Context: an optimization exercise on an open-source flow, tuned for small area, a short achievable clock period and few clock cycles per item. The choices shown serve that exercise and are no tape-out recipe. Only simulation tests tie the RTL to the original design; equivalence was not proved.

v30:
// mulDivUnit
module mulDivUnit
#(
  parameter int dataWidth = 32
) (
  input  logic                 clk,
  input  logic                 rstN,
  input  logic                 inReq,
  output logic                 inAck,
  input  logic [2:0]           opCode,
  input  logic [dataWidth-1:0] lOp,
  input  logic [dataWidth-1:0] rOp,
  output logic                 outReq,
  input  logic                 outAck,
  output logic [dataWidth-1:0] result,
  output logic                 divByZero,
  output logic                 divOverflow
);
==> flow/config.mk <==
export PLATFORM = sky130hd
export DESIGN_NAME = mulDivUnit
export DESIGN_NICKNAME = mulDivUnit
export VERILOG_FILES = /design/flow/design.v
export SDC_FILE = /design/flow/constraint.sdc
export NUM_CORES = 4
export LEC_CHECK = 0
export ABC_CLOCK_PERIOD_IN_PS = 3000
export CAP_MARGIN = 20
export CORE_MARGIN = 2
export CORE_UTILIZATION = 40
export SETUP_SLACK_MARGIN = 1.5
export SLEW_MARGIN = 20
==> flow/constraint.sdc <==
create_clock -name core_clock -period 5.0 [get_ports {clk}]
set_input_delay 1.0000 -clock core_clock [delete_from_list [all_inputs] [get_ports {clk}]]
set_output_delay 1.0000 -clock core_clock [all_outputs]
set_load 0.01 [all_outputs]
run.sh (not shown) runs the stock make flow with config.mk's settings and CLKGATE_MAP_FILE= SYNTH_SCRIPT=/design/flow/synth_recipe.tcl, a recipe that flattens the netlist after the stock synthesis.
v30 was carried through to the last stage, and its layout satisfied the timing, design-rule and antenna checks.
Testbench counts of v30, summed over its fixed seeds: cycles 18,109, items 2,048.
#### Input delta (v36 over v30)
--- a/flow/config.mk
+++ b/flow/config.mk
@@ -8 +8 @@
-export ABC_CLOCK_PERIOD_IN_PS = 3000
+export ABC_CLOCK_PERIOD_IN_PS = 3500
@@ -12 +12 @@
-export SETUP_SLACK_MARGIN = 1.5
+export SETUP_SLACK_MARGIN = 1.0
## What came out
Share of the cycle needed by the critical path after routing, v30 and v36: higher on v36
v36 vs. v30: utilization after layout has decreased; global-route usage has decreased.
v36 against v30: share of final layout cell area taken by clock buffers and inverters went up by 0.34 points; data-path buffer share of cell area in the final layout shrank by 2.5 points; worst hold-check slack saw a decrease; depth of the CTS H-tree stayed essentially flat.
Comparing v30 and v36, the lower first-pass GRT wire length is on v36.
Post-route cell area, v30 and v36: larger value in v30

========
The RTL this note starts from:
==> flow/design.v <==
package mulDivOpPkg;
  typedef enum logic [2:0] {
    opMul    = 3'b000,
    opMulh   = 3'b001,
    opMulhsu = 3'b010,
    opMulhu  = 3'b011,
    opDiv    = 3'b100,
    opDivu   = 3'b101,
    opRem    = 3'b110,
    opRemu   = 3'b111
  } opCodeT;
  function automatic logic isDivOp(input logic [2:0] op);
    isDivOp = op[2];
  endfunction
  function automatic logic lOpSigned(input logic [2:0] op);
    lOpSigned = (op == 3'b001) || (op == 3'b100) || (op == 3'b110);
  endfunction
  function automatic logic rOpSigned(input logic [2:0] op);
    rOpSigned = (op == 3'b001) || (op == 3'b010) || (op == 3'b100) || (op == 3'b110);
  endfunction
  function automatic logic wantsHigh(input logic [2:0] op);
    wantsHigh = (op == 3'b001) || (op == 3'b010) || (op == 3'b011);
  endfunction
  function automatic logic wantsRemainder(input logic [2:0] op);
    wantsRemainder = (op == 3'b110) || (op == 3'b111);
  endfunction
endpackage
package mulDivCtrlPkg;
  typedef enum logic [1:0] {
    stIdle,
    stBusy,
    stOffer,
    stRelease
  } stageStateT;
  typedef enum logic [1:0] {
    kIdle,
    kRun,
    kDone
  } kernelStateT;
endpackage
`timescale 1ns/1ps
module mulDivUnit
#(
  parameter int dataWidth = 32
) (
  input  logic                 clk,
  input  logic                 rstN,
  input  logic                 inReq,
  output logic                 inAck,
  input  logic [2:0]           opCode,
  input  logic [dataWidth-1:0] lOp,
  input  logic [dataWidth-1:0] rOp,
  output logic                 outReq,
  input  logic                 outAck,
  output logic [dataWidth-1:0] result,
  output logic                 divByZero,
  output logic                 divOverflow
);
  localparam int W = 37;
  logic sMul, sPrep, sAl, sIt, sFin;
  logic [2:0] op;
  logic [33:0] A;       
  logic [33:0] H;       
  logic [31:0] L;       
  logic negN;           
  logic offR;           
  logic [5:0] cnt;      
  logic [5:0] clzA, clzH;  
  logic [5:0] itc;      
  logic zf;             
  logic negRes;
  logic dzR;
  logic ovR;
  logic b0one, b0two, b0neg, b1one, b1two, b1neg;
  logic isIdle;
  assign isIdle = !(sMul || sPrep || sAl || sIt || sFin);
  logic lastMul, lastIt, finishing, outFree, loadPorts, capture;
  assign lastMul = sMul && zf;
  assign lastIt = sIt && zf && !op[1] && !negRes;
  assign finishing = lastMul || lastIt || sFin;
  assign outFree = !outReq && !outAck;
  assign loadPorts = isIdle || (finishing && outFree);
  assign capture = loadPorts && inReq && !inAck;
  logic negD;
  assign negD = A[33];
  logic [W-1:0] aExt, a2Ext;
  assign aExt = {{(W-34){A[33]}}, A};
  assign a2Ext = {aExt[W-2:0], 1'b0};
  logic [W-1:0] in0, in1, in2, pp1;
  assign in1 = ((b0one ? aExt : '0) | (b0two ? a2Ext : '0)) ^ {W{b0neg}};
  assign pp1 = ((b1one ? aExt : '0) | (b1two ? a2Ext : '0)) ^ {W{b1neg}};
  assign in2 = {pp1[W-3:0], b1neg, b1neg};
  assign in0 = {{(W-34){H[33]}}, H};
  logic c0, cin;
  assign c0 = b0neg;
  assign cin = (sMul && b1neg) || (sFin && op[1] && offR);
  logic [W-1:0] csaS, csaC, sum;
  assign csaS = in0 ^ in1 ^ in2;
  assign csaC = {(in0[W-2:0] & in1[W-2:0]) | (in0[W-2:0] & in2[W-2:0]) | (in1[W-2:0] & in2[W-2:0]), c0};
  logic [W:0] pg, pp, gg;
  always_comb begin
    pg = {csaS & csaC, cin};
    pp = {csaS ^ csaC, 1'b0};
    gg = pg;
    for (int l = 0; l < 6; l++) begin
      for (int i = W; i >= 0; i--) begin
        if (((i >> l) & 1) == 1) begin
          gg[i] = gg[i] | (pp[i] & gg[((i >> l) << l) - 1]);
          pp[i] = pp[i] & pp[((i >> l) << l) - 1];
        end
      end
    end
  end
  assign sum = (csaS ^ csaC) ^ gg[W-1:0];
  logic q;
  assign q = sum[W-1] ^ !negN;
  function automatic logic [2:0] booth(input logic [2:0] b);
    booth[2] = b[1] ^ b[0];
    booth[1] = (b[2] & ~b[1] & ~b[0]) | (~b[2] & b[1] & b[0]);
    booth[0] = b[2];
  endfunction
  function automatic logic [5:0] clz32(input logic [31:0] v);
    clz32 = 6'd32;
    for (int i = 0; i < 32; i++) begin
      if (v[i]) clz32 = 6'(31 - i);
    end
  endfunction
  logic [6:0] sh;
  assign sh = {1'b0, clzA} + {6'd0, negN} - {1'b0, clzH};
  logic dzV, ovV;
  assign dzV = clzA[5] && !negD;
  assign ovV = negN && negD && clzA[5] && (H[30:0] == 31'd0);
  logic divOpP, negNP, negDP;
  assign divOpP = opCode[2];
  assign negNP = ((opCode == 3'd4) || (opCode == 3'd6)) && rOp[31];
  assign negDP = ((opCode == 3'd4) || (opCode == 3'd6)) && lOp[31];
  logic [31:0] res;
  always_comb begin
    if (sIt) res = {L[30:0], q};
    else if (sFin || (op == 3'd3)) res = sum[31:0];
    else if (op == 3'd0) res = {sum[3:0], L[31:4]};
    else res = sum[35:4];
  end
  logic cntBig, cntLast;
  assign cntBig = (cnt[5:2] != 4'd0);
  assign cntLast = cntBig ? (cnt == 6'd4) : (cnt == 6'd1);
  always_ff @(posedge clk) begin
    if (!rstN) begin
      sMul <= 1'b0;
      sPrep <= 1'b0;
      sAl <= 1'b0;
      sIt <= 1'b0;
      sFin <= 1'b0;
      inAck <= 1'b0;
      outReq <= 1'b0;
    end else begin
      if (capture) begin
        inAck <= 1'b1;
      end else if (!inReq) begin
        inAck <= 1'b0;
      end
      if (finishing && outFree) begin
        outReq <= 1'b1;
      end else if (outAck) begin
        outReq <= 1'b0;
      end
      if (loadPorts) begin
        sMul <= capture && !divOpP;
        sPrep <= capture && divOpP;
        sAl <= 1'b0;
        sIt <= 1'b0;
        sFin <= 1'b0;
      end else if (sPrep) begin
        sPrep <= 1'b0;
        sFin <= dzV || sh[6];
        sIt <= !dzV && (sh == 7'd0);
        sAl <= !dzV && !sh[6] && (sh != 7'd0);
      end else if (sAl) begin
        if (cntLast) begin
          sAl <= 1'b0;
          sIt <= 1'b1;
        end
      end else if (sIt && !lastIt) begin
        if (zf) begin
          sIt <= 1'b0;
          sFin <= 1'b1;
        end
      end
    end
  end
  always_ff @(posedge clk) begin
    if (finishing && outFree) begin
      result <= res;
      divByZero <= dzR;
      divOverflow <= ovR;
    end
    if (loadPorts) begin
      op <= opCode;
      A <= {{2{mulDivOpPkg::lOpSigned(opCode) && lOp[31]}}, lOp};
      L <= rOp;
      H <= !divOpP ? '0 : {{2{negNP}}, rOp};
      negN <= divOpP && negNP;
      offR <= 1'b0;
      itc <= (opCode == 3'd3) ? 6'd8 : 6'd7;
      zf <= 1'b0;
      clzA <= clz32(negDP ? ~lOp : lOp);
      clzH <= clz32(negNP ? ~rOp : rOp);
      dzR <= 1'b0;
      ovR <= 1'b0;
      {b0one, b0two, b0neg} <= booth({rOp[1:0], 1'b0});
      {b1one, b1two, b1neg} <= booth(rOp[3:1]);
    end else if (sMul) begin
      if (!zf) begin
        H <= {sum[W-1], sum[W-1:4]};
        L <= {sum[3:0], L[31:4]};
        itc <= itc - 6'd1;
        zf <= (itc == 6'd1);
        if ((itc == 6'd1) && (op == 3'd3)) begin
          {b0one, b0two, b0neg} <= booth({2'b00, L[3]});
          {b1one, b1two, b1neg} <= 3'b000;
        end else begin
          {b0one, b0two, b0neg} <= booth(L[5:3]);
          {b1one, b1two, b1neg} <= booth(L[7:5]);
        end
      end
    end else if (sPrep) begin
      L <= 32'd0;
      cnt <= sh[5:0];
      itc <= sh[5:0];
      zf <= (sh == 7'd0);
      negRes <= op[1] ? negN : (negN ^ negD);
      dzR <= dzV;
      ovR <= ovV;
      if (dzV || sh[6]) begin
        if (!op[1]) begin
          A <= {34{dzV}};
          H <= '0;
        end
        {b0one, b0two, b0neg} <= {!op[1], 1'b0, 1'b0};
        {b1one, b1two, b1neg} <= 3'b000;
      end else begin
        {b0one, b0two, b0neg} <= {(sh == 7'd0), 1'b0, !(negN ^ negD)};
        {b1one, b1two, b1neg} <= {1'b0, 1'b0, negN};
      end
    end else if (sAl) begin
      if (cntBig) begin
        A <= {A[29:0], 4'd0};
        cnt <= cnt - 6'd4;
      end else begin
        A <= {A[32:0], 1'b0};
        cnt <= cnt - 6'd1;
      end
      b0one <= cntLast;
    end else if (sIt && !lastIt) begin
      L <= {L[30:0], q};
      offR <= negN;
      {b1one, b1two, b1neg} <= 3'b000;
      itc <= itc - 6'd1;
      zf <= (itc == 6'd1);
      if (zf && !op[1]) begin
        A <= {2'b00, L[30:0], q};
        H <= '0;
        {b0one, b0two, b0neg} <= 3'b101;
      end else begin
        H <= sum[33:0];
        if (zf) begin
          b0one <= !q;
          b0neg <= negN ^ negD;
        end else begin
          A <= {A[33], A[33:1]};
          b0neg <= !((negN ? q : !q) ^ negD);
        end
      end
    end
  end
endmodule
Settings: LEC_CHECK=0, ABC_AREA=1, CAP_MARGIN=20, CORE_MARGIN=2, CORE_UTILIZATION=40, CTS_BUF_LIST=sky130_fd_sc_hd__clkbuf_8 sky130_fd_sc_hd__clkbuf_16, SETUP_SLACK_MARGIN=0.3, SLEW_MARGIN=20; clock period 5.0 ns.
standard.sh (not shown) runs the stock make flow with config.mk's settings and CLKGATE_MAP_FILE= SYNTH_SCRIPT=/design/flow/synth_recipe.tcl, a recipe that flattens the netlist after the stock synthesis.
==> flow/flow/run.sh <==
#!/bin/bash
cp standard.sh standard_sh_copy.log
export BUFFER_PORTS_ARGS="-buffer_cell sky130_fd_sc_hd__buf_2"
bash standard.sh > standard.log 2>&1
The starting point passed the timing, design-rule and antenna checks.
Testbench counts at the start, summed over its fixed seeds: cycles 16,685, items 2,048.
Next try:
Settings changed: CTS_BUF_LIST sky130_fd_sc_hd__clkbuf_8 sky130_fd_sc_hd__clkbuf_16 to sky130_fd_sc_hd__clkbuf_8.
Outcome: Count of clock-buffer cells in the layout stays the same; wire length barely changes; utilization went down by 0.61 points; setup slack degrades by 0.022 ns; synthesized cell count stays the same; via count barely changes; worst hold slack hardly moves.
Next try:
Settings changed: CTS_BUF_LIST sky130_fd_sc_hd__clkbuf_8 to unset.
=>
- final area grows slightly
- wire length increases slightly
- worst hold slack gets worse by 0.0080 ns
- fmax is higher slightly
- via count stays flat
- die area is unchanged

static timing again, ports no longer ideal:
No port has a modelled driver above. Below, the same layouts with a new extraction and two added sets of constraints. Step 1 sets driving cells, clkbuf_16 on the clock port and buf_2 on the other inputs (assumed; they add their load-dependent delay and slew). Step 2 moves the port delays by t, midway between the first and last clock arrival at a register: inputs arrive t later, outputs are due t later. That takes back most of the time a late clock gives input paths. Three values: ideal ports, drivers, drivers and shift; two values: the first two.
run | t (ns) | setup slack, ns | hold WS [ns] | latest minus earliest clock arrival (ns) | cell pins on the clock port's net
v30 | 0.648 | 1.206 / 1.206 / 1.028 | 0.443 / 0.443 / 0.443 | 0.031 / 0.032 | 1
v36 | 0.637 | 1.089 / 1.089 / 0.579 | 0.433 / 0.433 / 0.433 | 0.035 / 0.035 | 1
the first run of note 2 | 0.498 | 0.494 / 0.494 / 0.494 | 0.436 / 0.436 / 0.436 | 0.011 / 0.011 | 1
the second run of note 2 | 0.540 | 0.472 / 0.472 / 0.472 | 0.439 / 0.439 / 0.439 | 0.023 / 0.023 | 1
the third run of note 2 | 0.496 | 0.496 / 0.496 / 0.496 | 0.431 / 0.431 / 0.431 | 0.009 / 0.009 | 1
After both steps setup and hold are still met in every run listed. The setup slack of v36, which loses most, moves by 0.000 ns with the drivers and by -0.510 ns with both steps.
